What follows belongs to an exercise in optimizing a design on an open flow for a short achievable clock period and few clock cycles per item; a production flow would make more cautious choices.
At most, simulation tests tie the RTL to the original design; equivalence was not proved.
Function not checked in runs 2 to 5: the RTL went through the layout flow alone.
Power and IR drop assume default switching activity.

### design/flow/design.v
package box_pkg;
  localparam int PX_W         = 8;
  localparam int WIN          = 3;
  localparam int LINE_BUFS    = WIN + 1;                 
  localparam int MAX_LINE_LEN = 16;
  localparam int LINE_ADDR_W  = $clog2( MAX_LINE_LEN );
  localparam int BUF_IDX_W    = $clog2( LINE_BUFS );
  localparam int SUM_W        = PX_W + 4;                
  typedef logic [PX_W - 1 : 0] px_t;
  typedef struct packed {
    px_t  tdata;
    logic tvalid;
    logic tlast;                                         
    logic tuser;                                         
  } stream_word_t;
  typedef struct packed {
    px_t [WIN - 1 : 0][WIN - 1 : 0] px;
    logic                           tvalid;
    logic                           tlast;
    logic                           tuser;
  } window_t;
  typedef struct packed {
    logic [SUM_W - 1 : 0] tdata;
    logic                 tvalid;
    logic                 tlast;
    logic                 tuser;
  } sum_word_t;
endpackage
`timescale 1ns/1ps
module box_filter_top
(
  input  logic         clk_i,
  input  logic         rst_i,
  input  box_pkg::stream_word_t video_i,
  output logic         video_ready_o,
  output box_pkg::sum_word_t    sum_o,
  input  logic         sum_ready_i
);
localparam int PX_W   = box_pkg::PX_W;                   
localparam int SUM_W  = box_pkg::SUM_W;                  
localparam int COL_W  = PX_W + 2;                        
localparam int NCOL   = box_pkg::MAX_LINE_LEN;
localparam int FIFO_D = 9;
logic              rdy_q;
logic              s0_v;
logic [PX_W - 1:0] s0_px;
logic              s0_last;
logic              s0_user;
always_ff @( posedge clk_i, posedge rst_i )
  if( rst_i )
    s0_v <= 1'b0;
  else
    s0_v <= video_i.tvalid && rdy_q;
always_ff @( posedge clk_i )
  begin
    s0_px   <= video_i.tdata;
    s0_last <= video_i.tlast;
    s0_user <= video_i.tuser;
  end
logic [NCOL - 1:0] col_q;                                
logic [1:0]        row_q;                                
logic [NCOL - 1:0] col_e;
logic [1:0]        row_e;
assign col_e = s0_user ? NCOL'( 1 ) : col_q;
assign row_e = s0_user ? 2'd0 : row_q;
always_ff @( posedge clk_i, posedge rst_i )
  if( rst_i )
    begin
      col_q <= NCOL'( 1 );
      row_q <= 2'd0;
    end
  else
    if( s0_v )
      begin
        if( s0_last )
          begin
            col_q <= NCOL'( 1 );
            row_q <= ( row_e == 2'd3 ) ? 2'd3 : row_e + 2'd1;
          end
        else
          begin
            col_q <= { col_e[NCOL - 2:0], 1'b0 };
            row_q <= row_e;
          end
      end
logic [PX_W - 1:0] la [NCOL];
logic [PX_W - 1:0] lb [NCOL];
logic [PX_W - 1:0] rd_a;
logic [PX_W - 1:0] rd_b;
always_comb
  begin
    rd_a = '0;
    rd_b = '0;
    for( int i = 0; i < NCOL; i++ )
      begin
        rd_a = rd_a | ( la[i] & { PX_W{ col_q[i] } } );
        rd_b = rd_b | ( lb[i] & { PX_W{ col_q[i] } } );
      end
  end
logic              s1_v;
logic              s1_win;                               
logic              s1_last;
logic              s1_first;
logic [PX_W - 1:0] s1_px;
logic [PX_W - 1:0] s1_a;
logic [PX_W - 1:0] s1_b;
always_ff @( posedge clk_i, posedge rst_i )
  if( rst_i )
    begin
      s1_v   <= 1'b0;
      s1_win <= 1'b0;
    end
  else
    begin
      s1_v   <= s0_v;
      s1_win <= s0_v && row_e[1] && !col_e[0] && !col_e[1];
    end
always_ff @( posedge clk_i )
  begin
    s1_last  <= s0_last;
    s1_first <= ( row_e == 2'd2 ) && col_e[2];
    s1_px    <= s0_px;
    s1_a     <= rd_a;
    s1_b     <= rd_b;
  end
for( genvar i = 0; i < NCOL; i++ )
  begin : g_col
    always_ff @( posedge clk_i )
      if( s0_v && col_e[i] )
        begin
          la[i] <= s0_px;
          lb[i] <= la[i];
        end
  end
logic              s2_v;
logic              s2_win;
logic              s2_last;
logic              s2_first;
logic [PX_W - 1:0] s2_s;                                 
logic [PX_W - 1:0] s2_c;
always_ff @( posedge clk_i, posedge rst_i )
  if( rst_i )
    begin
      s2_v   <= 1'b0;
      s2_win <= 1'b0;
    end
  else
    begin
      s2_v   <= s1_v;
      s2_win <= s1_win;
    end
always_ff @( posedge clk_i )
  begin
    s2_last  <= s1_last;
    s2_first <= s1_first;
    s2_s     <= s1_px ^ s1_a ^ s1_b;
    s2_c     <= ( s1_px & s1_a ) | ( s1_px & s1_b ) | ( s1_a & s1_b );
  end
logic       s3_v;
logic       s3_win;
logic       s3_last;
logic       s3_first;
logic [4:0] s3_lo;
logic       s3_k;                                        
logic [4:0] s3_hi0;                                      
logic [4:0] s3_hi1;                                      
always_ff @( posedge clk_i, posedge rst_i )
  if( rst_i )
    begin
      s3_v   <= 1'b0;
      s3_win <= 1'b0;
    end
  else
    begin
      s3_v   <= s2_v;
      s3_win <= s2_win;
    end
always_ff @( posedge clk_i )
  begin
    s3_last       <= s2_last;
    s3_first      <= s2_first;
    { s3_k, s3_lo } <= { 1'b0, s2_s[4:0] } + { 1'b0, s2_c[3:0], 1'b0 };
    s3_hi0        <= { 2'b0, s2_s[7:5] } + { 1'b0, s2_c[7:4] };
    s3_hi1        <= { 2'b0, s2_s[7:5] } + { 1'b0, s2_c[7:4] } + 5'd1;
  end
logic [COL_W - 1:0] col_0;                               
logic [COL_W - 1:0] col_1;                               
logic [COL_W - 1:0] col_2;
assign col_0 = { s3_k ? s3_hi1 : s3_hi0, s3_lo };
always_ff @( posedge clk_i )
  if( s3_v )
    begin
      col_1 <= col_0;
      col_2 <= col_1;
    end
logic               s4_win;
logic               s4_last;
logic               s4_first;
logic [COL_W - 1:0] s4_s;                                
logic [COL_W - 1:0] s4_c;
always_ff @( posedge clk_i, posedge rst_i )
  if( rst_i )
    s4_win <= 1'b0;
  else
    s4_win <= s3_win;
always_ff @( posedge clk_i )
  begin
    s4_last  <= s3_last;
    s4_first <= s3_first;
    s4_s     <= col_0 ^ col_1 ^ col_2;
    s4_c     <= ( col_0 & col_1 ) | ( col_0 & col_2 ) | ( col_1 & col_2 );
  end
logic       s5_win;
logic       s5_last;
logic       s5_first;
logic [5:0] s5_lo;
logic       s5_k;
logic [5:0] s5_hi0;
logic [5:0] s5_hi1;
always_ff @( posedge clk_i, posedge rst_i )
  if( rst_i )
    s5_win <= 1'b0;
  else
    s5_win <= s4_win;
always_ff @( posedge clk_i )
  begin
    s5_last       <= s4_last;
    s5_first      <= s4_first;
    { s5_k, s5_lo } <= { 1'b0, s4_s[5:0] } + { 1'b0, s4_c[4:0], 1'b0 };
    s5_hi0        <= { 2'b0, s4_s[9:6] } + { 1'b0, s4_c[9:5] };
    s5_hi1        <= { 2'b0, s4_s[9:6] } + { 1'b0, s4_c[9:5] } + 6'd1;
  end
logic [SUM_W - 1:0] s5_sum;
assign s5_sum = { s5_k ? s5_hi1 : s5_hi0, s5_lo };
logic [SUM_W + 1:0]  fifo [FIFO_D];
logic [FIFO_D:0]     occ;                                
logic [FIFO_D - 1:0] wr_ptr;                             
logic [FIFO_D - 1:0] rd_ptr;                             
logic [FIFO_D - 1:0] rd_nx;                              
logic [SUM_W + 1:0]  wr_d;
logic [SUM_W + 1:0]  fifo_rd;
logic [SUM_W + 1:0]  fifo_nx;
logic                push;
logic                pop;
logic [SUM_W + 1:0]  keep_d;                             
logic [SUM_W + 1:0]  next_d;                             
logic                keep_v;
logic                next_v;
logic                out_v;
logic                rdy_o;
logic [SUM_W + 1:0]  out_d;
assign push  = s5_win;
assign wr_d  = { s5_sum, s5_last, s5_first };
assign rd_nx = { rd_ptr[FIFO_D - 2:0], rd_ptr[FIFO_D - 1] };
assign pop   = !occ[0] && sum_ready_i;                   
always_comb
  begin
    fifo_rd = '0;
    fifo_nx = '0;
    for( int i = 0; i < FIFO_D; i++ )
      begin
        fifo_rd = fifo_rd | ( fifo[i] & { ( SUM_W + 2 ){ rd_ptr[i] } } );
        fifo_nx = fifo_nx | ( fifo[i] & { ( SUM_W + 2 ){ rd_nx[i] } } );
      end
  end
assign keep_d = ( push && occ[0] ) ? wr_d : fifo_rd;
assign next_d = ( push && occ[1] ) ? wr_d : fifo_nx;
assign keep_v = !occ[0] || push;
assign next_v = !( occ[0] || occ[1] ) || push;
for( genvar i = 0; i < FIFO_D; i++ )
  begin : g_fifo
    always_ff @( posedge clk_i )
      if( push && wr_ptr[i] )
        fifo[i] <= wr_d;
  end
always_ff @( posedge clk_i, posedge rst_i )
  if( rst_i )
    begin
      occ    <= ( FIFO_D + 1 )'( 1 );
      wr_ptr <= FIFO_D'( 1 );
      rd_ptr <= FIFO_D'( 1 );
      out_v  <= 1'b0;
      rdy_q  <= 1'b1;                                    
    end
  else
    begin
      if( push && !pop )
        occ <= { occ[FIFO_D - 1:0], 1'b0 };
      else
        if( pop && !push )
          occ <= { 1'b0, occ[FIFO_D:1] };
      if( push )
        wr_ptr <= { wr_ptr[FIFO_D - 2:0], wr_ptr[FIFO_D - 1] };
      if( pop )
        rd_ptr <= rd_nx;
      out_v <= pop ? next_v : keep_v;
      rdy_q <= occ[0] || occ[1];
    end
always_ff @( posedge clk_i )
  rdy_o <= occ[0] || occ[1];
assign video_ready_o = rdy_o;
always_ff @( posedge clk_i )
  out_d <= pop ? next_d : keep_d;
assign sum_o = { out_d[SUM_W + 1:2], out_v, out_d[1], out_d[0] };
endmodule
### design/flow/standard.sh
#!/bin/bash
# synth_recipe.tcl (not shown) runs the flow's synth.tcl, then flattens the netlist and writes it again
# the make line also repeats each setting of config.mk as NAME=value (left out here)
make -C /OpenROAD-flow-scripts/flow DESIGN_CONFIG=/design/flow/config.mk WORK_HOME=/design/flow/orfs CLKGATE_MAP_FILE= SYNTH_SCRIPT=/design/flow/synth_recipe.tcl "${@:-finish}"
### design/flow/config.mk
export PLATFORM = sky130hd
export DESIGN_NAME = box_filter_top
export DESIGN_NICKNAME = box_filter_top
export VERILOG_FILES = /design/flow/design.v
export SDC_FILE = /design/flow/constraint.sdc
export NUM_CORES = 4
export LEC_CHECK = 0
export ABC_CLOCK_PERIOD_IN_PS = 1300
export CAP_MARGIN = 20
export CORE_MARGIN = 2
export CORE_UTILIZATION = 60
export SETUP_SLACK_MARGIN = 1.7
export SLEW_MARGIN = 20
### design/flow/constraint.sdc
create_clock -name core_clock -period 3.1 [get_ports {clk_i}]
set_input_delay 0.6200 -clock core_clock [delete_from_list [all_inputs] [get_ports {clk_i}]]
set_output_delay 0.6200 -clock core_clock [all_outputs]
set_load 0.01 [all_outputs]
### design/flow/flow/run.sh
#!/bin/bash
# The standard layout (standard.sh, the standard flow's own ORFS run with the standard
# synthesis), with two ORFS settings passed through the environment:
#  - port buffers are buf_4 instead of the default pick, a slow delay cell
#  - clock tree synthesis arguments (sink clustering) for a shallower,
#    still balanced, clock tree
# make's full output goes to flow.log in the work folder.
set -euo pipefail
export BUFFER_PORTS_ARGS="-buffer_cell sky130_fd_sc_hd__buf_4"
export CTS_ARGS="-sink_clustering_enable -repair_clock_nets -sink_clustering_size 30 -sink_clustering_max_diameter 100"
bash standard.sh > flow.log 2>&1
==> results of run 1 <==
[power by group through the flow]
stage                     clock network [mW]  registers, mW  logic, mW
after floorplan                            0           8.67      0.120
after global placement                     0           8.70      0.181
after detailed placement                   0           8.70      0.185
after CTS                               3.76           8.53      0.226
after global routing                    4.05           8.54      0.260
final                                   3.71           8.53      0.236
[sequential cells by signal, indices dropped and copies added (netlist names), 9 cells and up]
name and flops:
wr_ptr 9, s4_c 10, col_1 10, rd_ptr 9, col_2 10, out_d 14, s4_s 10, col_q 16
la 128, fifo 126, occ 10, lb 128
[final cells by class]
type	count	area share, %
Timing Repair Buffer	227	10.48
Tap cell	455	2.220
Multi-Input combinational cell	574	21.10
Clock inverter	2	0.09757
Inverter	21	0.3317
Sequential cell	589	63.28
Clock buffer	40	2.493
[logic make-up after synthesis]
| logic type | count (synthesis) | synth area share (%) |
|---|---|---|
| muxes | 30 | 1.509 |
| and+or+nand+nor | 151 | 3.777 |
| DFF | 589 | 76.20 |
| buffers and inverters | 96 | 2.042 |
| xor gates and xnor gates | 14 | 0.5801 |
| AOI/OAI and AO/OA | 335 | 12.68 |
| adders and majority gates | 41 | 3.208 |
[placed cells by master, fill, tap and decap left out, types with 10 or more instances in the layout]
cell type  count
buf_4        110
and3_1        13
a22oi_1       77
dfxtp_1      102
a22o_1        99
dfrtp_4       18
dfxtp_2       25
edfxtp_1     402
dfrtp_1       27
and2_4        29
buf_6         53
mux2i_1       10
fa_1          18
mux2_2        14
clkbuf_1      17
buf_12        56
nand2_1       56
inv_1         16
nand4_1       30
clkbuf_16     24
a221oi_1      13
a21oi_1       24
a221oi_2      59
ha_1          12
[routing by layer]
layer	GRT usage [%]	share of wire [%]	vias up
li1	-	-	5355
met1	39.00	37	6483
met2	51.33	50	695
met3	3.563	8.1	152
met4	13.79	4.5	0
met5	0	0	-
[stage by stage]
step,area [µm²],setup WS [ns]
floorplan,21350,1.412
global placement,21870,0.8827
detailed placement,21870,0.8703
CTS,25220,1.370
global route,25650,1.339
finish,25650,1.393
[repair_timing]
item,4_1_cts,5_1_grt
gates resized for setup,210,47
endpoints found under the setup margin,526,399
cloned,4,2
pin swaps,54,47
setup buffers,153,23
[worst min path at each step]
stage	end	slack, ns
after floorplan	s2_first	0.31
after global placement	s3_last	0.31
after detailed placement	s4_first	0.31
after CTS	s0_user	0.11
after global routing	s0_last	0.11
final	s0_last	0.13
==> qor.txt, run 1 <==
Area Growth Syn to Fin - 21.35%
Final setup skew - 0.01880 ns
Synthesized Nets - 1311
Vias in the first global route - 12548
Period utilisation layout - 55.05%
Leakage power - 9.148 nW
Worst Setup End Kind - primary output
Reg-to-reg critical path endpoint - s5_hi1[4]
Hold Path Depth - 1
Initial antenna violation count - 0
CP Max Fanout - 1
Synth warnings - 4
CP Data Required Time - 2.48 ns
Pwr dens - 486.4 nW/µm²
Most frequent cell after synthesis - edfxtp_1
Detail Route Antenna Nets - 0
Synthesized area - 21140 µm²
Status - complete, no violations
CP Capture Point - sum_o[2]
Via/cell ratio - 6.648
Total CTS buffers - 23
Reg2reg setup slack - 1.45 ns
Hold WC Path Type - in2reg
Worst setup path startpoint - out_v
I/O pin count - 30
#FFs+latches synth - 589
Core area - 34630 µm²
Clock Sinks - 589
Buffers & Inverters on Critical Path - 1
Switching power total - 2.483 mW
Reg2Reg Depth - 6
Crit start category - register
Synth cell types - 51
Synth top area cells - edfxtp_1 57%, dfxtp_1 12%, dfrtp_1 6.2%, a22o_1 4.1%, a221oi_1 3.0%
Fin crit period - 1.707 ns
Critical path class - reg2out
Dpl hpwl - 27.35 mm
VDD IR max - 0.6367 mV
TritonRoute pass-1 iters - 8
R2R Path Start - s4_s[6]
Endpoints failing setup - 0
Delay-heaviest family, CP - flip-flops
Slew HR - 42.70%
Clock root buffer - clkbuf_16
Setup TNS - 0 ns
Reg clk slew, reported paths - 0.11 ns
Clk pwr share - 29.7%
Max Cap Viol - 0
CTS tree - built
Initial core utilization - 61.04%
Iter 0 DRT Violations - 1342
H-Tree Level Count - 1
Slowest cell on the critical path - dfrtp_1
Util after Layout - 74.07%
Register Area - 16230 µm²
RSZ-0062 raised after global routing - true
Worst slew pin tran - 0.8595 ns
# fillers - 2055
Post-synth EDFFs - 402
Clk buf depth - 3
Yosys top cell area share - 57.11%
Comb power frac - 1.9%
Ant diodes - 0
Global route overflow - 0
Clk latency of the worst-skew pair - 0.58 ns
P_int - 9.993 mW
Post-synth top cells - 402 x edfxtp_1, 130 x dfxtp_1, 99 x a22o_1
Max incr delay on CP - 0.39 ns
Critical path depth - 1
Hold_buf cts - 0
Critical Path AT - 1.09 ns
# DRC - 0
Main synth FF type - edfxtp_1
Die footprint - 36750 µm²
Inst Count DP - 1684
Chip height - 191.7 µm
Fraction of synthesis flops using an asynchronous set or reset pin - 9.677%
PortBufs - 29
Area leader, netlist - edfxtp_1
Hold_ws - 0.1348 ns
Multi-input logic area - 5411 µm²
Routed len/inst - 28.79 µm
Total Wirelength - 54.93 mm
Total Routing Usage GR - 30.09%
Via count - 12685
Seq/Total Area, Yosys - 76.20%
Max Clk Rate - 585.9 MHz
Largest net degree at the start of global routing - 58
Final Hold Viols - 0
Final-stage net count - 1491
Mean Syn Cell Area - 16.83 µm²
Critical path, cell by cell - buf_6
Row Count - 68
Overall power - 12.48 mW
Final non-filler cell total - 1908
Global-route wire length before repair - 80.01 mm
Layout cells sized above 1 - 32.69%
Hold Startpoint - video_i[1]
Sw Ratio - 19.90%
GP Congestion - 0.8185
Count of final max-slew check failures - 0
Sequential Power Share - 68.4%
Die X - 191.7 µm
Mapped Cells - 1256
Testbench counts, summed over its fixed seeds: cycles 7,433, items 5,195.
==> run 2: changes to the inputs <==
--- a/design/flow/design.v
+++ b/design/flow/design.v
@@ -48,2 +48,3 @@
 logic              s0_user;
+assign video_ready_o = rdy_q;
 always_ff @( posedge clk_i, posedge rst_i )
@@ -103,2 +104,3 @@
 logic              s1_first;
+logic [NCOL - 1:0] s1_col;
 logic [PX_W - 1:0] s1_px;
@@ -121,2 +123,3 @@
     s1_first <= ( row_e == 2'd2 ) && col_e[2];
+    s1_col   <= col_e;
     s1_px    <= s0_px;
@@ -128,6 +131,6 @@
     always_ff @( posedge clk_i )
-      if( s0_v && col_e[i] )
+      if( s1_v && s1_col[i] )
         begin
-          la[i] <= s0_px;
-          lb[i] <= la[i];
+          la[i] <= s1_px;
+          lb[i] <= s1_a;
         end
@@ -235,3 +238,3 @@
 logic [SUM_W + 1:0]  fifo [FIFO_D];
-logic [FIFO_D:0]     occ;                                
+logic [FIFO_D - 1:0] fifo_v;                             
 logic [FIFO_D - 1:0] wr_ptr;                             
@@ -240,6 +243,5 @@
 logic [SUM_W + 1:0]  wr_d;
-logic [SUM_W + 1:0]  fifo_rd;
-logic [SUM_W + 1:0]  fifo_nx;
 logic                push;
 logic                pop;
+logic                fifo_low;                           
 logic [SUM_W + 1:0]  keep_d;                             
@@ -249,3 +251,2 @@
 logic                out_v;
-logic                rdy_o;
 logic [SUM_W + 1:0]  out_d;
@@ -254,17 +255,20 @@
 assign rd_nx = { rd_ptr[FIFO_D - 2:0], rd_ptr[FIFO_D - 1] };
-assign pop   = !occ[0] && sum_ready_i;                   
+assign pop   = out_v && sum_ready_i;
 always_comb
   begin
-    fifo_rd = '0;
-    fifo_nx = '0;
+    keep_d   = '0;
+    next_d   = '0;
+    keep_v   = 1'b0;
+    next_v   = 1'b0;
+    fifo_low = 1'b1;
     for( int i = 0; i < FIFO_D; i++ )
       begin
-        fifo_rd = fifo_rd | ( fifo[i] & { ( SUM_W + 2 ){ rd_ptr[i] } } );
-        fifo_nx = fifo_nx | ( fifo[i] & { ( SUM_W + 2 ){ rd_nx[i] } } );
+        keep_d = keep_d | ( ( ( push && wr_ptr[i] ) ? wr_d : fifo[i] ) & { ( SUM_W + 2 ){ rd_ptr[i] } } );
+        next_d = next_d | ( ( ( push && wr_ptr[i] ) ? wr_d : fifo[i] ) & { ( SUM_W + 2 ){ rd_nx[i] } } );
+        keep_v = keep_v | ( rd_ptr[i] && ( fifo_v[i] || ( push && wr_ptr[i] ) ) );
+        next_v = next_v | ( rd_nx[i] && ( fifo_v[i] || ( push && wr_ptr[i] ) ) );
+        for( int j = i + 1; j < FIFO_D; j++ )
+          fifo_low = fifo_low && !( fifo_v[i] && fifo_v[j] );
       end
   end
-assign keep_d = ( push && occ[0] ) ? wr_d : fifo_rd;
-assign next_d = ( push && occ[1] ) ? wr_d : fifo_nx;
-assign keep_v = !occ[0] || push;
-assign next_v = !( occ[0] || occ[1] ) || push;
 for( genvar i = 0; i < FIFO_D; i++ )
@@ -274,2 +278,11 @@
         fifo[i] <= wr_d;
+    always_ff @( posedge clk_i, posedge rst_i )
+      if( rst_i )
+        fifo_v[i] <= 1'b0;
+      else
+        if( push && wr_ptr[i] )
+          fifo_v[i] <= 1'b1;
+        else
+          if( pop && rd_ptr[i] )
+            fifo_v[i] <= 1'b0;
   end
@@ -278,3 +291,2 @@
     begin
-      occ    <= ( FIFO_D + 1 )'( 1 );
       wr_ptr <= FIFO_D'( 1 );
@@ -282,3 +294,3 @@
       out_v  <= 1'b0;
-      rdy_q  <= 1'b1;                                    
+      rdy_q  <= 1'b0;
     end
@@ -286,7 +298,2 @@
     begin
-      if( push && !pop )
-        occ <= { occ[FIFO_D - 1:0], 1'b0 };
-      else
-        if( pop && !push )
-          occ <= { 1'b0, occ[FIFO_D:1] };
       if( push )
@@ -296,8 +303,5 @@
       out_v <= pop ? next_v : keep_v;
-      rdy_q <= occ[0] || occ[1];
+      rdy_q <= fifo_low;
     end
 always_ff @( posedge clk_i )
-  rdy_o <= occ[0] || occ[1];
-assign video_ready_o = rdy_o;
-always_ff @( posedge clk_i )
   out_d <= pop ? next_d : keep_d;
==> run 2 against run 1 <==
Effect of this change:
- still clean on timing, DRC and antenna
- non-clock buffer count shrank 26
- global-route usage is 0.67 points higher
- flip-flop and latch count up 14
- die area is 2.3% higher
- critical endpoint is now out_d[4]
==> qor.txt, run 2 <==
Total Routing Usage GR - 30.76%
Synth cell types - 51
Hold WC Path Type - in2async
Slew HR - 60.72%
Chip height - 193.9 µm
Routed len/inst - 28.25 µm
Largest net degree at the start of global routing - 45
Clock root buffer - clkbuf_16
Count of final max-slew check failures - 0
Commonest non-fill, non-tap cell in the layout - edfxtp_1
Core area - 35570 µm²
Initial core utilization - 60.81%
CP Max Fanout - 8
I/O pin count - 30
TritonRoute pass-1 iters - 8
Iter 0 DRT Violations - 1362
Final Hold Viols - 0
Max Cap Viol - 0
# DRC - 0
Die footprint - 37580 µm²
Regs by FF count - la (128), lb (128), fifo (126)
Util after Layout - 73.56%
GP Congestion - 0.8825
Post-synth EDFFs - 276
Critical Path AT - 2.39 ns
Clk latency of the worst-skew pair - 0.59 ns
VDD IR max - 0.8397 mV
Initial antenna violation count - 0
RSZ-0062 raised after global routing - true
Commonest non-fill, non-tap cells in the layout - 276 x edfxtp_1, 229 x dfxtp_1, 120 x buf_4
Status - complete, no violations
Hold_buf cts - 0
CP Data Required Time - 3.57 ns
Global-route wire length before repair - 86.02 mm
Global route overflow - 0
Total Wirelength - 60.09 mm
Mean Syn Cell Area - 14.29 µm²
Critical path class - reg2reg
Synthesized area - 21630 µm²
Worst slew pin tran - 0.5892 ns
Setup TNS - 0 ns
Area leader, netlist - edfxtp_1
PortBufs - 29
Worst Setup End Kind - register
CTS tree - built
Detail Route Antenna Nets - 0
Synth warnings - 4
Synth top area cells - edfxtp_1 38%, dfxtp_1 25%, dfrtp_1 6.1%, a221oi_1 3.7%, mux2_2 3.6%
Endpoints failing setup - 0
Fraction of synthesis flops using an asynchronous set or reset pin - 9.287%
H-Tree Level Count - 1
Layout cells sized above 1 - 34.81%
Synthesized Nets - 1567
Final setup skew - 0.02889 ns
Reg clk slew, reported paths - 0.12 ns
Via/cell ratio - 6.540
Clk buf depth - 3
Clock Sinks - 603
Mapped Cells - 1513
Pwr dens - 767.5 nW/µm²
Vias in the first global route - 13463
Period utilisation layout - 61.91%
Total CTS buffers - 24
Crit start category - register
Max Clk Rate - 521.0 MHz
Die X - 193.9 µm
Dpl hpwl - 30.75 mm
Area Growth Syn to Fin - 20.97%
#FFs+latches synth - 603
Post-synth top cells - 276 x edfxtp_1, 271 x dfxtp_1, 130 x a21oi_1
Fin crit period - 1.919 ns
Yosys top cell area share - 38.32%
Most frequent cell after synthesis - edfxtp_1
Row Count - 69
Main synth FF type - edfxtp_1
Ant diodes - 0
Via count - 13911
Leakage power - 9.624 nW
Seq/Total Area, Yosys - 69.90%
Final-stage net count - 1702
-- run 2: cell count changes in the layout (fill, tap and decap cells not counted), moves of 25 or more --
cell	previous run	this run
edfxtp_1	402	276
dfxtp_1	102	229
mux2_4	1	40
a21oi_2	5	30
buf_12	56	27
a21oi_1	24	95
o21ai_0	2	43
inv_1	16	42
-- run 2: final timing paths --
| check | startpoint | to | slack, ns | depth (start not counted) |
|---|---|---|---|---|
| worst max-delay path | s5_win | out_d[4] | 1.18 | 7 |
| worst min-delay path | rst_i | wr_ptr[8] | 0.07 | 2 |
| worst max register to register | s5_win | out_d[4] | 1.18 | 7 |
| worst min register to register | s0_px[0] | s1_px[0] | 0.33 | 0 |
| max in group asynchronous | rst_i | col_q[14] | 2.40 | 3 |
| min in group core_clock | video_i[10] | s0_px[7] | 0.12 | 1 |
-- run 2: through the flow --
stage | std cells | hold WS (ns) | power, mW | instance area [µm²] | setup slack (ns)
after CTS | 2089 | 0.1136 | 19.41 | 25110 | 1.214
after detailed placement | 1932 | 0.3121 | 14.66 | 22360 | 0.5782
after global placement | 1932 | 0.3102 | 14.52 | 22360 | 0.6551
after global routing | 2127 | 0.09403 | 20.96 | 26160 | 1.165
after floorplan | 1513 | 0.3096 | 13.03 | 21850 | 1.337
final | 2127 | 0.06891 | 20.08 | 26160 | 1.181
-- run 2: metal layers --
| metal | vias up | wire [µm] | global-route usage, % |
|---|---|---|---|
| li1 | 6065 | - | - |
| met1 | 6992 | 22450 | 38.93 |
| met2 | 664 | 30700 | 54.33 |
| met3 | 190 | 3925 | 3.009 |
| met4 | 0 | 3024 | 13.24 |
| met5 | - | 0 | 0 |
-- run 2: final cells by class --
type	count	area (µm²)
multi-input combinational	773	7295
tap	461	576.8
sequential	603	15280
clock inverter	2	46.29
inverter	45	172.7
fill	2312	9405
clock buffer	42	668.1
timing repair buffer	201	2128
-- run 2: power by group --
part / leakage, nW / internal [mW] / switching (mW)
clock network: 0.335 / 1.52 / 2.37
logic: 3.86 / 2.51 / 2.73
registers: 5.43 / 9.73 / 1.24
-- run 2: logic make-up (layout without fill, tap and decap cells) --
group / count (synthesis) / after routing / synth area share (%)
buffers and inverters: 145 / 290 / 2.910
AOI/OAI and AO/OA: 452 / 452 / 14.79
and+or+nand+nor: 175 / 183 / 4.269
muxes: 82 / 82 / 4.397
DFF: 603 / 603 / 69.90
adders and majority gates: 41 / 41 / 3.124
xor gates and xnor gates: 15 / 15 / 0.6074
-- run 2: timing repair --
action | 4_1_cts | 5_1_grt
resized for setup | 244 | 154
setup buffers | 105 | 34
cloned | 8 | 3
endpoints found under the setup margin | 488 | 188
pin swaps | 41 | 71
-- run 2: critical path: stages, from the launching register on --
cell and delay [ns]:
dfrtp_4 0.52, buf_12 0.23, nand2_8 0.12, buf_12 0.16, mux2_4 0.31, a22oi_2 0.16, and3_1 0.19, a22oi_2 0.07
==> run 3: changes to the inputs <==
==> design/flow/run.sh (new file) <==
#!/bin/bash
# synth_recipe.tcl (not shown) runs the flow's synth.tcl, then flattens the netlist and writes it again
# the make line also repeats each setting of config.mk as NAME=value (left out here)
make -C /OpenROAD-flow-scripts/flow DESIGN_CONFIG=/design/flow/config.mk WORK_HOME=/design/flow/orfs CLKGATE_MAP_FILE= SYNTH_SCRIPT=/design/flow/synth_recipe.tcl finish
--- a/design/flow/config.mk
+++ b/design/flow/config.mk
@@ -11,2 +11,4 @@
 export CORE_UTILIZATION = 60
+export CTS_CLUSTER_DIAMETER = 100
+export CTS_CLUSTER_SIZE = 30
 export SETUP_SLACK_MARGIN = 1.7
removed: design/flow/flow/run.sh
removed: design/flow/standard.sh
==> run 3 against run 2 <==
Effect of this change:
- global-route usage shrank 1.0 points
- clock-buffer cell count did not move
- total power fell by 1.3%
- clock skew increased by 0.0079 ns
- via count fell by 1.7%
- design area down 1.6%
==> qor.txt, run 3 <==
Status - complete, no violations
Hold_buf cts - 0
Mean Syn Cell Area - 14.29 µm²
Synth cell types - 51
Reg clk slew, reported paths - 0.12 ns
PortBufs - 29
Initial core utilization - 60.81%
Critical path class - reg2reg
Reg2Reg Depth - 5
Hold_ws - 0.3334 ns
Global-route wire length before repair - 84.34 mm
Max Clk Rate - 507.3 MHz
Buffers & Inverters on Critical Path - 0
Clock Sinks - 603
Final-stage net count - 1675
Commonest non-fill, non-tap cells in the layout - 276 x edfxtp_1, 237 x dfxtp_1, 88 x buf_4
Reg-to-reg critical path endpoint - out_d[10]
Via count - 13671
Initial antenna violation count - 0
Hold EP - s1_px[0]
Met1 Use GR - 39.62%
Slew HR - 61.60%
Regs by FF count - la (128), lb (128), fifo (126)
CP Max Fanout - 10
Clk latency of the worst-skew pair - 0.59 ns
Inst Count DP - 1935
Delay-heaviest family, CP - flip-flops
VDD IR max - 1.025 mV
Critical Path AT - 2.43 ns
Die X - 193.9 µm
Synthesized Nets - 1567
H-Tree Level Count - 1
Area leader, netlist - edfxtp_1
Dpl hpwl - 30.49 mm
Iter 0 DRT Violations - 1418
Area Growth Syn to Fin - 19.02%
Most used routing layer - met2
Synthesized area - 21630 µm²
Seq/Total Area, Yosys - 69.90%
TritonRoute pass-1 iters - 9
R2R Path Start - wr_ptr[2]
Worst Setup End Kind - register
Global routing usage on met2 - 51.49%
Synth warnings - 4
Most frequent cell after synthesis - edfxtp_1
Critical path, cell by cell - and2_2, a21oi_1, a222oi_1, and4_1, a31oi_1
Hold Startpoint - s0_px[0]
Mapped Cells - 1513
CP Data Required Time - 3.56 ns
Vias in the first global route - 13418
Hold WC Path Type - reg2reg
Dpl ws - 0.7369 ns
Largest net degree at the start of global routing - 33
Max incr delay on CP - 0.66 ns
# DRC - 0
Post-synth top cells - 276 x edfxtp_1, 271 x dfxtp_1, 130 x a21oi_1
Clock root buffer - clkbuf_16
Via/cell ratio - 6.510
Met3 Usage GRT - 3.079%
Core area - 35570 µm²
Hold Path Depth - 0
Total CTS buffers - 24
#FFs+latches synth - 603
Chip height - 193.9 µm
Endpoints failing setup - 0
Pwr dens - 769.7 nW/µm²
Commonest non-fill, non-tap cell in the layout - edfxtp_1
Main synth FF type - edfxtp_1
Final non-filler cell total - 2100
Slowest cell on the critical path - dfrtp_2
Leakage power - 9.366 nW
I/O pin count - 30
Final worst slack - 1.129 ns
Final Hold Viols - 0
Max Cap Viol - 0
Total Routing Usage GR - 29.74%
Worst slew pin tran - 0.5753 ns
Fraction of synthesis flops using an asynchronous set or reset pin - 9.287%
Setup TNS - 0 ns
Reg2reg setup slack - 1.13 ns
CTS tree - built
Global route overflow - 0
Ant diodes - 0
Detail Route Antenna Nets - 0
Row Count - 69
Die footprint - 37580 µm²
Crit start category - register
Period utilisation layout - 63.58%
Synth top area cells - edfxtp_1 38%, dfxtp_1 25%, dfrtp_1 6.1%, a221oi_1 3.7%, mux2_2 3.6%
Routed len/inst - 27.55 µm
GP Congestion - 0.9201
Final setup skew - 0.03675 ns
Post-synth EDFFs - 276
Fin crit period - 1.971 ns
Clk buf depth - 3
Count of final max-slew check failures - 0
RSZ-0062 raised after global routing - true
Total Wirelength - 57.86 mm
Layout cells sized above 1 - 31.73%
Yosys top cell area share - 38.32%
==> run 3: cell type report <==
class / count / area, µm²
flip-flops and latches: 603 / 15260
fillers: 2333 / 9827
multi-input cells: 774 / 7103
repair buffers: 173 / 1914
clock buffers: 42 / 668.1
well taps: 461 / 576.8
inverters: 45 / 172.7
clock inverters: 2 / 46.29
==> run 3: logic make-up (layout without fill, tap and decap cells) <==
kind of cell | count (synthesis) | after routing | synth area share [%]
flops | 603 | 603 | 69.90
simple gates | 175 | 184 | 4.269
xor+xnor | 15 | 15 | 0.6074
compound gates | 452 | 452 | 14.79
mux | 82 | 82 | 4.397
fa+ha+maj | 41 | 41 | 3.124
buf+inv | 145 | 262 | 2.910
==> run 3: worst max path at each step <==
stage	start	slack [ns]	to	cells past startpoint
global route	s5_win	1.09	out_d[7]	6
finish	wr_ptr[2]	1.13	out_d[10]	5
detailed placement	s5_win	0.74	out_d[6]	6
floorplan	wr_ptr[0]	1.34	out_d[6]	7
global placement	sum_ready_i	0.77	out_d[0]	6
CTS	s5_win	1.15	out_d[6]	6
==> run 3: worst reg2reg max path, stage by stage, from the launching register on <==
cell and delay (ns):
dfrtp_2 0.66, and2_2 0.42, a21oi_1 0.18, a222oi_1 0.32, and4_1 0.22, a31oi_1 0.04
==> run 3: routing by layer <==
layer  vias up  share of wire [%]  routed length, µm
li1       5978                  -                  -
met1      6856                 38              22050
met2       683                 50              28980
met3       154                7.7               4448
met4         0                4.1               2381
met5         -                  0                  0
==> run 3: what timing repair did <==
| item | in CTS | in global routing |
|---|---|---|
| pin swaps | 29 | 45 |
| setup buffers | 77 | 32 |
| setup endpoints to repair | 482 | 213 |
| gates cloned | 6 | 6 |
| gates resized for setup | 263 | 133 |
==> run 3: report_power, final <==
group | internal [mW] | switching, mW | leakage [nW]
registers | 9.72 | 1.11 | 5.43
clock network | 1.52 | 2.36 | 0.335
logic | 2.40 | 2.72 | 3.60
total | 13.6 | 6.18 | 9.37
==> run 3: through the flow <==
step	power [mW]	instance area (µm²)	util, %
floorplan	13.03	21850	-
global placement	14.53	22460	63.14
detailed placement	14.60	22460	63.14
CTS	19.37	24800	69.73
global route	20.73	25740	72.37
finish	19.81	25740	72.37
==> run 4: changes to the inputs <==
--- a/design/flow/design.v
+++ b/design/flow/design.v
@@ -241,23 +241,12 @@
 logic [FIFO_D - 1:0] rd_ptr;                             
-logic [FIFO_D - 1:0] rd_nx;                              
-logic [SUM_W + 1:0]  wr_d;
-logic                push;
-logic                pop;
+logic [SUM_W + 1:0]  head;
+logic                fifo_ne;
 logic                fifo_low;                           
-logic [SUM_W + 1:0]  keep_d;                             
-logic [SUM_W + 1:0]  next_d;                             
-logic                keep_v;
-logic                next_v;
+logic                load;
+logic                pop;
 logic                out_v;
 logic [SUM_W + 1:0]  out_d;
-assign push  = s5_win;
-assign wr_d  = { s5_sum, s5_last, s5_first };
-assign rd_nx = { rd_ptr[FIFO_D - 2:0], rd_ptr[FIFO_D - 1] };
-assign pop   = out_v && sum_ready_i;
 always_comb
   begin
-    keep_d   = '0;
-    next_d   = '0;
-    keep_v   = 1'b0;
-    next_v   = 1'b0;
+    head     = '0;
     fifo_low = 1'b1;
@@ -265,6 +254,3 @@
       begin
-        keep_d = keep_d | ( ( ( push && wr_ptr[i] ) ? wr_d : fifo[i] ) & { ( SUM_W + 2 ){ rd_ptr[i] } } );
-        next_d = next_d | ( ( ( push && wr_ptr[i] ) ? wr_d : fifo[i] ) & { ( SUM_W + 2 ){ rd_nx[i] } } );
-        keep_v = keep_v | ( rd_ptr[i] && ( fifo_v[i] || ( push && wr_ptr[i] ) ) );
-        next_v = next_v | ( rd_nx[i] && ( fifo_v[i] || ( push && wr_ptr[i] ) ) );
+        head = head | ( fifo[i] & { ( SUM_W + 2 ){ rd_ptr[i] } } );
         for( int j = i + 1; j < FIFO_D; j++ )
@@ -273,2 +259,5 @@
   end
+assign fifo_ne = |fifo_v;                                
+assign load    = !out_v || sum_ready_i;
+assign pop     = load && fifo_ne;
 for( genvar i = 0; i < FIFO_D; i++ )
@@ -276,4 +265,4 @@
     always_ff @( posedge clk_i )
-      if( push && wr_ptr[i] )
-        fifo[i] <= wr_d;
+      if( s5_win && wr_ptr[i] )
+        fifo[i] <= { s5_sum, s5_last, s5_first };
     always_ff @( posedge clk_i, posedge rst_i )
@@ -282,3 +271,3 @@
       else
-        if( push && wr_ptr[i] )
+        if( s5_win && wr_ptr[i] )
           fifo_v[i] <= 1'b1;
@@ -298,7 +287,8 @@
     begin
-      if( push )
+      if( s5_win )
         wr_ptr <= { wr_ptr[FIFO_D - 2:0], wr_ptr[FIFO_D - 1] };
       if( pop )
-        rd_ptr <= rd_nx;
-      out_v <= pop ? next_v : keep_v;
+        rd_ptr <= { rd_ptr[FIFO_D - 2:0], rd_ptr[FIFO_D - 1] };
+      if( load )
+        out_v <= fifo_ne;
       rdy_q <= fifo_low;
@@ -306,3 +296,4 @@
 always_ff @( posedge clk_i )
-  out_d <= pop ? next_d : keep_d;
+  if( load )
+    out_d <= head;
 assign sum_o = { out_d[SUM_W + 1:2], out_v, out_d[1], out_d[0] };
==> run 4 against run 3 <==
Effect of this change:
- final cell count shrank 20%
- critical path depth decreased by 4
- clock power hardly changed
- largest cell class unchanged
- critical path type is now reg2out
- area after synthesis fell by 4.8%
- design area fell by 6.7%
- flip-flop and latch count unchanged
- critical endpoint is now sum_o[8]
- clock-buffer cell count up 1
- routed wire length fell by 20%
- sequential share of layout area increased by 9.9 points
==> qor.txt, run 4 <==
Status - complete, no violations
Endpoints failing setup - 0
Dpl hpwl - 23.15 mm
Critical path class - reg2out
Chip height - 189.2 µm
Adder-cell share of the synthesized area - 3.234%
Iter 0 DRT Violations - 1123
Via/cell ratio - 6.267
CP Max Fanout - 1
Slew HR - 50.86%
RSZ-0062 raised after global routing - true
Synth top area cells - edfxtp_1 61%, dfxtp_1 13%, dfrtp_1 6.4%, a22o_1 4.0%, a221oi_1 3.3%
Max Clk Rate - 566.3 MHz
Max incr delay on CP - 0.42 ns
Largest net degree at the start of global routing - 32
Critical path, cell by cell - buf_2
Simple-Gate Fraction of Synth Area - 3.076%
#FFs+latches synth - 603
Hold Path Depth - 0
Slowest cell on the critical path - edfxtp_1
Fraction of synthesis flops using an asynchronous set or reset pin - 9.287%
I/O pin count - 30
Synth Area in Compound Gates - 9.878%
Clock root buffer - clkbuf_16
Critical path depth - 1
Dpl ws - 0.8786 ns
Layout cells sized above 1 - 29.33%
Largest family of logic cells by synthesized area - compound AO/OA/AOI/OAI gates
Global-route wire length before repair - 65.76 mm
Clk latency of the worst-skew pair - 0.57 ns
PortBufs - 29
Sequential Power Share - 62.4%
Sw Ratio - 24.07%
VDD IR max - 0.5884 mV
GP Congestion - 0.7403
Routed len/inst - 27.27 µm
Area Growth Syn to Fin - 16.69%
Worst slew pin tran - 0.7372 ns
Post-synth top cells - 416 x edfxtp_1, 131 x dfxtp_1, 93 x a22o_1
Initial core utilization - 61.23%
Yosys top cell area share - 60.69%
Synthesized Nets - 1169
# DRC - 0
Vias in the first global route - 10408
Total CTS buffers - 24
Period utilisation layout - 56.96%
Seq/Total Area, Yosys - 80.26%
Reg clk slew, reported paths - 0.11 ns
Hold WC Path Type - reg2reg
Global route overflow - 0
Clock Sinks - 603
Buffers & Inverters on Critical Path - 1
Pwr dens - 668.7 nW/µm²
Most frequent cell after synthesis - edfxtp_1
Leakage power - 8.520 nW
Clk pwr share - 24.0%
Via count - 10591
Initial antenna violation count - 0
Worst Setup End Kind - primary output
Post-synth EDFFs - 416
Count of final max-slew check failures - 0
Row Count - 67
CTS tree - built
Util after Layout - 71.44%
Total Routing Usage GR - 25.27%
Core area - 33620 µm²
Die X - 189.2 µm
Area share of xor/xnor cells in the synthesized design - 0.5957%
Synthesized area - 20580 µm²
Main synth FF type - edfxtp_1
Synth warnings - 4
Regs by FF count - la (128), lb (128), fifo (126)
Reg2Reg Depth - 3
H-Tree Level Count - 1
Synth cell types - 47
Clk buf depth - 3
Total Wirelength - 46.08 mm
Switching power total - 3.865 mW
TritonRoute pass-1 iters - 5
CP Data Required Time - 2.48 ns
Delay-heaviest family, CP - flip-flops
Mean Syn Cell Area - 18.46 µm²
Mux share of post-synthesis cell area - 1.459%
Mapped Cells - 1115
Fin crit period - 1.766 ns
Max Cap Viol - 0
Critical Path AT - 1.15 ns
Die footprint - 35800 µm²
Comb power frac - 13.6%
Final setup skew - 0.03387 ns
Final worst slack - 1.334 ns
Final Hold Viols - 0
Commonest non-fill, non-tap cells in the layout - 416 x edfxtp_1, 113 x dfxtp_1, 93 x a22o_1
Setup TNS - 0 ns
Final-stage net count - 1277
P_int - 12.19 mW
Crit start category - register
Detail Route Antenna Nets - 0
Area leader, netlist - edfxtp_1
Commonest non-fill, non-tap cell in the layout - edfxtp_1
run 4: layout make-up:
class,count,area (µm²)
flip-flops and latches,603,16620
fillers,2096,9599
multi-input cells,436,4568
repair buffers,140,1471
clock buffers,43,693.2
well taps,448,560.5
inverters,18,71.32
clock inverters,1,30.03
diodes,1,2.502
run 4: path summary, 6_finish.rpt:
kind / startpoint / endpoint / slack, ns
hold / removal: s0_px[4] / s1_px[4] / 0.33
hold reg to reg: s0_px[4] / s1_px[4] / 0.33
setup / recovery: out_d[7] / sum_o[8] / 1.33
max in group asynchronous: rst_i / wr_ptr[0] / 2.05
min in group asynchronous: rst_i / row_q[0] / 0.34
setup reg to reg: fifo_v[1] / rd_ptr[1] / 1.35
run 4: kinds of logic (layout without fill, tap and decap cells):
family,count (synthesis),after routing
other cells,0,1
fa+ha+maj,40,40
simple gates,111,113
compound gates,242,243
buf+inv,79,202
xor+xnor,14,14
flops,603,603
mux,26,26
run 4: power by group through the flow:
stage | Combinational, mW | Sequential, mW | Clock [mW]
floorplan | 1.32 | 9.99 | 0
global placement | 1.67 | 10.2 | 0
detailed placement | 1.71 | 10.2 | 0
CTS | 1.92 | 10.0 | 3.96
global route | 2.43 | 10.1 | 4.19
finish | 2.18 | 10.0 | 3.86
run 4: stage by stage:
step / hold slack [ns] / instances / power (mW) / instance area [µm²]
finish: 0.3319 / 1690 / 16.06 / 24020
global route: 0.3408 / 1689 / 16.73 / 24010
CTS: 0.3209 / 1652 / 15.88 / 23190
detailed placement: 0.3121 / 1543 / 11.90 / 21370
global placement: 0.3096 / 1543 / 11.83 / 21370
floorplan: 0.3096 / 1115 / 11.31 / 20690
run 4: timing repair:
action,in CTS,in global routing
pin swaps,30,38
setup endpoints to repair,478,228
gates cloned,1,4
setup buffers,64,33
gates resized for setup,219,92
hold buffers,0,0
run 4: metal layers:
| layer | up-vias | wire length, µm | GRT usage [%] |
|---|---|---|---|
| met3 | 75 | 2663 | 2.873 |
| met1 | 5523 | 18140 | 33.48 |
| met4 | 0 | 1383 | 7.752 |
| met2 | 351 | 23900 | 44.44 |
| met5 | - | 0 | 0 |
| li1 | 4642 | - | - |
==> run 5: changes to the inputs <==
--- a/design/flow/design.v
+++ b/design/flow/design.v
@@ -296,4 +296,3 @@
 always_ff @( posedge clk_i )
-  if( load )
-    out_d <= head;
+  out_d <= ( head & { ( SUM_W + 2 ){ load } } ) | ( out_d & { ( SUM_W + 2 ){ !load } } );
 assign sum_o = { out_d[SUM_W + 1:2], out_v, out_d[1], out_d[0] };
==> design/flow/flow/run.sh (new file) <==
#!/bin/bash
# The standard layout (standard.sh, the standard flow's own ORFS run with the standard
# synthesis), with two ORFS settings passed through the environment:
#  - port buffers are buf_4 instead of the default pick, a slow delay cell
#  - clock tree synthesis arguments (sink clustering) for a shallower,
#    still balanced, clock tree
# make's full output goes to flow.log in the work folder.
set -euo pipefail
export BUFFER_PORTS_ARGS="-buffer_cell sky130_fd_sc_hd__buf_4"
export CTS_ARGS="-sink_clustering_enable -repair_clock_nets -sink_clustering_size 30 -sink_clustering_max_diameter 100"
bash standard.sh > flow.log 2>&1
==> design/flow/standard.sh (new file) <==
#!/bin/bash
# synth_recipe.tcl (not shown) runs the flow's synth.tcl, then flattens the netlist and writes it again
# the make line also repeats each setting of config.mk as NAME=value (left out here)
make -C /OpenROAD-flow-scripts/flow DESIGN_CONFIG=/design/flow/config.mk WORK_HOME=/design/flow/orfs CLKGATE_MAP_FILE= SYNTH_SCRIPT=/design/flow/synth_recipe.tcl "${@:-finish}"
--- a/design/flow/config.mk
+++ b/design/flow/config.mk
@@ -11,4 +11,2 @@
 export CORE_UTILIZATION = 60
-export CTS_CLUSTER_DIAMETER = 100
-export CTS_CLUSTER_SIZE = 30
 export SETUP_SLACK_MARGIN = 1.7
removed: design/flow/run.sh
==> run 5 against run 4 <==
Effect of this change:
- still clean
- clock power hardly changed
- via count is 0.49% lower
- utilization is 0.23 points lower
- design area hardly changed
- critical path depth stayed put
- combinational power hardly changed
- non-clock buffer count is 6 lower
- global-route usage hardly changed
- area after synthesis is 0.21% higher
- hold slack worse by 0.21 ns
- largest cell class unchanged
- largest power group unchanged
==> qor.txt, run 5 <==
Main synth FF type - edfxtp_1
Iter 0 DRT Violations - 931
Final Hold Viols - 0
Fin crit period - 1.751 ns
Total Routing Usage GR - 25.30%
Final-stage net count - 1295
Post-synth top cells - 416 x edfxtp_1, 131 x dfxtp_1, 78 x a221oi_1, 78 x a22o_1, 53 x dfrtp_1
Initial core utilization - 61.21%
Status - complete, no violations
Util after Layout - 71.21%
Placed Instance Area - 21330 µm²
Ant diodes - 0
Sequential Power Share - 62.4%
Max incr delay on CP - 0.42 ns
PortBufs - 29
Clk pwr share - 23.9%
Clock Sinks - 603
Max Clk Rate - 571.2 MHz
Clk latency of the worst-skew pair - 0.59 ns
Fraction of synthesis flops using an asynchronous set or reset pin - 9.287%
Comb power frac - 13.7%
Synth top area cells - edfxtp_1 61%, dfxtp_1 13%, dfrtp_1 6.4%, a221oi_1 3.3%, a22o_1 3.3%
Leakage power - 8.489 nW
Crit start category - register
Synthesized Nets - 1192
Layout cells sized above 1 - 29.86%
Period utilisation layout - 56.47%
Total Wirelength - 45.46 mm
Clk buf depth - 3
Row Count - 67
Largest net degree at the start of global routing - 32
Switching power total - 3.930 mW
Most frequent cell after synthesis - edfxtp_1
CTS tree - built
I/O pin count - 30
# DRC - 0
Critical Path AT - 1.13 ns
H-Tree Level Count - 1
Critical path class - reg2out
TritonRoute pass-1 iters - 6
Via count - 10539
Initial antenna violation count - 0
CP Data Required Time - 2.48 ns
Mean Syn Cell Area - 18.12 µm²
Core area - 33700 µm²
Die X - 189.4 µm
Synth cell types - 45
Reg clk slew, reported paths - 0.12 ns
Design Area, Final - 24000 µm²
VDD IR max - 0.7524 mV
Global route overflow - 0
Vias in the first global route - 10415
Synthesized area - 20630 µm²
Chip height - 189.4 µm
Total CTS buffers - 24
Sw Ratio - 24.40%
Endpoints failing setup - 0
Commonest non-fill, non-tap cell in the layout - edfxtp_1
Regs by FF count - la (128), lb (128), fifo (126)
Post-synth EDFFs - 416
GP Congestion - 0.7706
#FFs+latches synth - 603
Pwr dens - 671.3 nW/µm²
P_int - 12.18 mW
Via/cell ratio - 6.174
Routed len/inst - 26.63 µm
Delay-heaviest family, CP - flip-flops
Worst slew pin tran - 0.6179 ns
Commonest non-fill, non-tap cells in the layout - 416 x edfxtp_1, 110 x dfxtp_1, 76 x a22o_1
Count of final max-slew check failures - 0
CP Max Fanout - 1
Buffers & Inverters on Critical Path - 1
Area leader, netlist - edfxtp_1
Max Cap Viol - 0
Dpl hpwl - 24.64 mm
Final setup skew - 0.03677 ns
Critical path, cell by cell - buf_6
Setup TNS - 0 ns
Worst Setup End Kind - primary output
Seq/Total Area, Yosys - 80.09%
Yosys top cell area share - 60.56%
Clock root buffer - clkbuf_16
Detail Route Antenna Nets - 0
Mapped Cells - 1138
Global-route wire length before repair - 66.34 mm
RSZ-0062 raised after global routing - true
Slowest cell on the critical path - edfxtp_1
Synth warnings - 4
Area Growth Syn to Fin - 16.35%
Hold WC Path Type - in2reg
Die footprint - 35880 µm²
Slew HR - 58.75%
## run 5: changes by cell type after synthesis, sizes merged, moves of 3 or more
cell | before | now
nor2 | 5 | 21
clkbuf | 52 | 42
o21ai | 7 | 20
or3 | 3 | 0
inv | 18 | 34
a22o | 93 | 78
buf | 9 | 16
nand2 | 13 | 26
nor2b | 17 | 2
## run 5: cell families (layout without fill, tap and decap cells)
family	after synthesis	in the layout	share of synthesized area, %
AOI/OAI and AO/OA	239	240	9.488
adders and majority gates	42	42	3.324
DFF	603	603	80.09
buffers and inverters	92	212	1.850
muxes	27	27	1.547
xor gates and xnor gates	14	14	0.5945
and+or+nand+nor	121	121	3.106
## run 5: final timing paths
check / from / endpoint / slack (ns) / depth (start not counted)
setup / recovery: register / sum_o[8] / 1.35 / 1
hold / removal: video_i[3] / s0_px[0] / 0.12 / 1
setup reg to reg: fifo_v[5] / rd_ptr[6] / 1.49 / 4
hold reg to reg: s0_px[5] / s1_px[5] / 0.33 / 0
max in group asynchronous: rst_i / rd_ptr[0] / 1.83 / 4
min in group asynchronous: rst_i / col_q[12] / 0.55 / 3
## run 5: layer usage
layer,vias to the layer above,share of wire (%),global-route usage (%)
li1,4652,-,-
met1,5442,40,34.34
met2,381,52,44.22
met3,64,5.7,2.651
met4,0,2.5,6.828
met5,-,0,0
## run 5: timing repair
action                     in CTS  in global routing
setup endpoints to repair     487                250
pin swaps                      31                 37
hold endpoints to repair       10                  0
buffers inserted               65                 23
hold buffers                    1                  0
gates resized for setup       169                 98
cloned                          2                  1
## run 5: area by class of cell
cell class / count / area, µm²
Clock buffer: 42 / 668.1
Clock inverter: 2 / 46.29
Fill cell: 2100 / 9702
Inverter: 34 / 131.4
Multi-Input combinational cell: 444 / 4552
Sequential cell: 603 / 16620
Tap cell: 448 / 560.5
Timing Repair Buffer: 134 / 1416
## run 5: power groups by stage
stage | sequential [mW] | clock (mW) | combinational, mW
after floorplan | 9.99 | 0 | 1.31
after global placement | 10.2 | 0 | 1.69
after detailed placement | 10.2 | 0 | 1.73
after CTS | 10.1 | 3.90 | 2.02
after global routing | 10.1 | 4.17 | 2.47
final | 10.0 | 3.86 | 2.20
## run 5: stage by stage
stage,hold slack [ns],instances,power (mW),setup slack [ns]
after floorplan,0.3096,1138,11.29,1.559
after global placement,0.3095,1571,11.86,1.228
after detailed placement,0.3121,1571,11.93,1.233
after CTS,0.1076,1683,15.98,1.331
after global routing,0.09950,1707,16.77,1.311
final,0.1194,1707,16.11,1.349

## separate check: timing with driven ports
How much do the figures lean on ideal ports? The routed layouts below were timed once more, with nothing changed but the port constraints. Step 1 sets driving cells, clkbuf_16 on the clock port and buf_2 on the other inputs (assumed; they add their load-dependent delay and slew). Step 2 also shifts input and output timing later by t, the mid clock arrival at the registers, as if the neighbouring blocks saw the same clock. Slacks: ideal ports / drivers / drivers and shift; pairs: ideal ports / drivers.
run	t, ns	setup slack, ns	worst setup path after step 2
run 1	0.630	1.393 / 1.340 / 1.345	input to register
run 2	0.635	1.181 / 1.181 / 1.181	register to register
run 3	0.623	1.129 / 1.129 / 0.933	input to register
run 4	0.613	1.334 / 1.280 / 1.022	input to register
run 5	0.629	1.349 / 1.294 / 1.237	input, reset recovery
After both steps setup and hold are still met in every run listed. For run 4, which loses most, drivers alone change the setup slack by -0.054 ns; drivers and shift together by -0.312 ns. The worst setup slack also covers recovery checks on asynchronous resets.
